This is an optimization exercise on Yosys and OpenROAD, whose aim is small area, a short achievable clock period and few clock cycles per item, not a production implementation.
In this exercise RTL edits were held to simulation tests only and were not proved equivalent to the original.

run 1:
## sample_scope_position_stepper
module sample_scope_position_stepper (
  input  wire logic                        clk_i,
  input  wire logic                        rst_ni,
  input  wire logic                        cfg_valid_i,
  output logic                             cfg_ready_o,
  input  wire logic [ssps_pkg::IDX_W-1:0]  cfg_index_i,
  input  wire logic [ssps_pkg::CFG_W-1:0]  cfg_data_i,
  input  wire logic                        s_axis_tvalid_i,
  output logic                             s_axis_tready_o,
  input  wire logic [ssps_pkg::IN_W-1:0]   s_axis_tdata_i,
  input  wire logic                        s_axis_tuser_i,
  output logic                             m_axis_tvalid_o,
  input  wire logic                        m_axis_tready_i,
  output logic [ssps_pkg::OUT_W-1:0]       m_axis_tdata_o
);
  logic [1:0]           mode_q;
  logic                 wide_q;
  logic [VOL_W-1:0]     vol_q;
  logic [POS_W-1:0]     end_q;
  logic [ADDR_BITS-1:0] beg_q;
  logic [POS_W-1:0]     span_q;
  logic [DELTA_W-1:0]   delta_q;
  logic [BASE_W-1:0]    base_row_q;
  logic wr_mode, wr_end, wr_beg, wr_span, wr_delta;
  assign cfg_ready_o = 1'b1;
  ...
export LEC_CHECK = 0
export CAP_MARGIN = 20
export CORE_MARGIN = 2
export CORE_UTILIZATION = 40
export SETUP_SLACK_MARGIN = 2
export SLEW_MARGIN = 20
create_clock -name core_clock -period 7.0 [get_ports {clk_i}]
run.sh (not shown) runs the stock make flow with config.mk's settings and CLKGATE_MAP_FILE= SYNTH_SCRIPT=/design/flow/synth_recipe.tcl, a recipe that flattens the netlist after the stock synthesis.
Testbench counts of run 1, summed over its fixed seeds: cycles 4,821, items 3,802.
Relative to run 1, the following input files were edited for run 2:
-- flow/design.v --
<<< run 1, line 88
  logic                  exact_q;   
  logic                  nr_q, nex_q, ncv_q;    
  logic                  ncmp_q, ncmp_d;        
  logic            in_user;
  logic [WD_W-1:0] in_start;
>>> run 2, line 88
  logic                  exact_q;   
  logic                  nr_q, nex_q, ncv_q;    
  logic            in_user;
  logic [WD_W-1:0] in_start;
<<< run 1, line 123
  logic                  exact_d, nr_d, nex_d, ncv_d;
  logic b_free, prep_busy, can_proc, proc_start, proc_col;
  assign prep_busy  = nr_q || nex_q || ncv_q || ncmp_q;
  assign b_free     = !b_v_q || c_free;
  assign s_axis_tready_o = b_free && (sl_q == SL_IDLE) && (!in_user || !prep_busy);
>>> run 2, line 122
  logic                  exact_d, nr_d, nex_d, ncv_d;
  logic b_free, prep_busy, can_proc, proc_start, proc_col;
  assign prep_busy  = nr_q || nex_q || ncv_q;
  assign b_free     = !b_v_q || c_free;
  assign s_axis_tready_o = b_free && (sl_q == SL_IDLE) && (!in_user || !prep_busy);
<<< run 1, line 243
    nr_d     = nr_q;
    nex_d    = nex_q;
    ncmp_d   = 1'b0;
    ncv_d    = ncv_q;
    if (ga_c_op) begin
>>> run 2, line 242
    nr_d     = nr_q;
    nex_d    = nex_q;
    ncv_d    = ncv_q;
    if (ga_c_op) begin
<<< run 1, line 298
      endcase
    end else if (nex_q) begin
      rs_d    = ga_s;
      ncmp_d  = 1'b1;
      nex_d   = 1'b0;
      nr_d    = 1'b1;
      pr_d    = PR_A;
      rem_d   = POS_W'(delta_q[DELTA_W-1:FRAC_BITS]);
    end else if (nr_q) begin
      case (pr_q)
>>> run 2, line 296
      endcase
    end else if (nex_q) begin
      exact_d = (ga_s == b_s);
      nex_d   = 1'b0;
    end else if (nr_q) begin
      case (pr_q)
<<< run 1, line 369
      end
    end
    if (ncmp_q) exact_d = (rs_q == b_s);
    if (wr_span || wr_delta) begin
      nr_d  = 1'b1;
>>> run 2, line 363
      end
    end
    if (wr_span || wr_delta) begin
      nr_d  = 1'b1;
<<< run 1, line 433
      nr_q       <= 1'b1;
      nex_q      <= 1'b1;
      ncmp_q     <= 1'b0;
      ncv_q      <= 1'b1;    
      rem_q      <= '0;
>>> run 2, line 426
      nr_q       <= 1'b1;
      nex_q      <= 1'b1;
      ncv_q      <= 1'b1;    
      rem_q      <= '0;
<<< run 1, line 461
      nr_q   <= nr_d;
      nex_q  <= nex_d;
      ncmp_q <= ncmp_d && !nex_d;
      ncv_q  <= ncv_d;
      rem_q  <= rem_d;
>>> run 2, line 453
      nr_q   <= nr_d;
      nex_q  <= nex_d;
      ncv_q  <= ncv_d;
      rem_q  <= rem_d;
[summary]
- Run 2 vs. run 1: number of flops mapped to enable cells by yosys flat, cell area now smaller, first-pass GRT wire length dropped 13000 µm, wire length shrank by 8.5%.
- Taking run 1 as the reference, in run 2 largest net degree at the start of global routing fell 30, maximum frequency went down about 0.6%, ratio of routed vias to standard cells fell 3.1%, sum of net half-perimeters after detailed placement shows a reduction of about 9%, hold slack has increased.
- | sequential cell count | run 2 vs run 1 | ≈ equal |
- Setup slack | run 2 below run 1
Testbench counts of run 2, summed over its fixed seeds: cycles 4,821, items 3,802.


sample_scope_position_stepper, a different RTL version from the one above (not shown whole).
Size in the first run: ~3400 cells after synthesis, about 420 flip-flops, ~140 I/O pins, about 33000 um^2 of cells after synthesis.
make LEC_CHECK=0 CAP_MARGIN=20 CORE_MARGIN=2 CORE_UTILIZATION=40 SETUP_SLACK_MARGIN=2 SLEW_MARGIN=20 finish   # period 7.0 ns
The baseline ran to the end with no violations.
Testbench counts at the start, summed over its fixed seeds: cycles 4,945, items 3,802.
Rerun with:
--- a/flow/design.v
+++ b/flow/design.v
@@ -132,23 +132,23 @@
   logic signed [Y_W-1:0] x, ys, yr, yg, wsel;
   logic bnc, win, sat, fast, wrap_ok;
   logic [Y_W:0] x_w, yr_w, yg_w;
   assign x_w  = {y_q, 1'b1} + {d_s, cy_q};
   assign yr_w = {y_q, 1'b1} + {Y_W'(r0_q), cy_q};
   assign yg_w = {y_q, 1'b1} + {rs_q, cy_q};
   assign x    = x_w[Y_W:1];
   assign ys   = y_q + s_s;
   assign yr   = yr_w[Y_W:1];
   assign yg   = yg_w[Y_W:1];
   assign bnc  = !x[Y_W-1];
-  assign win  = !ys[Y_W-1] && y_q[Y_W-1];
+  assign win  = (!ys[Y_W-1] && y_q[Y_W-1]) || (y_q == '0 && yg[Y_W-1]);
   assign sat  = y_q[Y_W-2] && !y_q[Y_W-1];
   assign wsel = yr[Y_W-1] ? yr : yg;
   assign wrap_ok = win && exact_q;
   always_comb begin
     if (mode_q == 2'd0)  fast = 1'b1;
     else if (!dir)       fast = !bnc || (wrap_ok && sge2);
     else                 fast = wrap_ok && (sge2 || !bnc);
   end
   localparam int NSRC = 8;
   localparam int S_Y = 0, S_POS = 1, S_PS = 2, S_REM = 3, S_TRIAL = 4, S_D = 5, S_R0 = 6, S_E = 7;
   localparam int G_CONV = NSRC, G_SUBS = NSRC + 1, G_DDIR = NSRC + 2, G_DONE = NSRC + 3,
What happened: The new run produced a clean layout; core utilization barely changes; worst setup slack degrades by 120 ps; sequential share of layout area is about the same; non-clock buffer count fell by 5; wire length rose by about 2%; final area stays flat.
Testbench counts after the change, summed over its fixed seeds: cycles 4,885, items 3,802.

-- re-timing with driven ports --
How much do the figures lean on ideal ports? The routed layouts below were timed once more, with nothing changed but the port constraints.
Step 1 assumes that a clkbuf_16 drives the clock port and a buf_2 every other input.
Step 2, shift: input delay + t, output delay - t, t = (earliest + latest rising clock arrival at the registers) / 2. This alone moves slack from input paths to output paths.
Slacks: ideal ports / drivers / drivers and shift; pairs: ideal ports / drivers.
run | t, ns | setup slack, ns | hold WS [ns] | worst setup path after step 2 | slew at the worst register clock pin (ns)
run 1 | 0.655 | 2.145 / 2.145 / 1.714 | 0.470 / 0.470 / 0.470 | input to register | 0.07 / 0.07
run 2 | 0.672 | 2.118 / 2.118 / 1.822 | 0.503 / 0.503 / 0.503 | input to register | 0.06 / 0.06
the first run of note 2 | 0.679 | 2.099 / 2.099 / 1.964 | 0.450 / 0.450 / 0.450 | input to register | 0.07 / 0.07
the second run of note 2 | 0.685 | 1.976 / 1.976 / 1.796 | 0.476 / 0.476 / 0.476 | input to register | 0.07 / 0.07
After both steps every run listed still meets setup and hold. For run 1, which loses most, drivers alone change the setup slack by 0.000 ns; drivers and shift together by -0.431 ns.
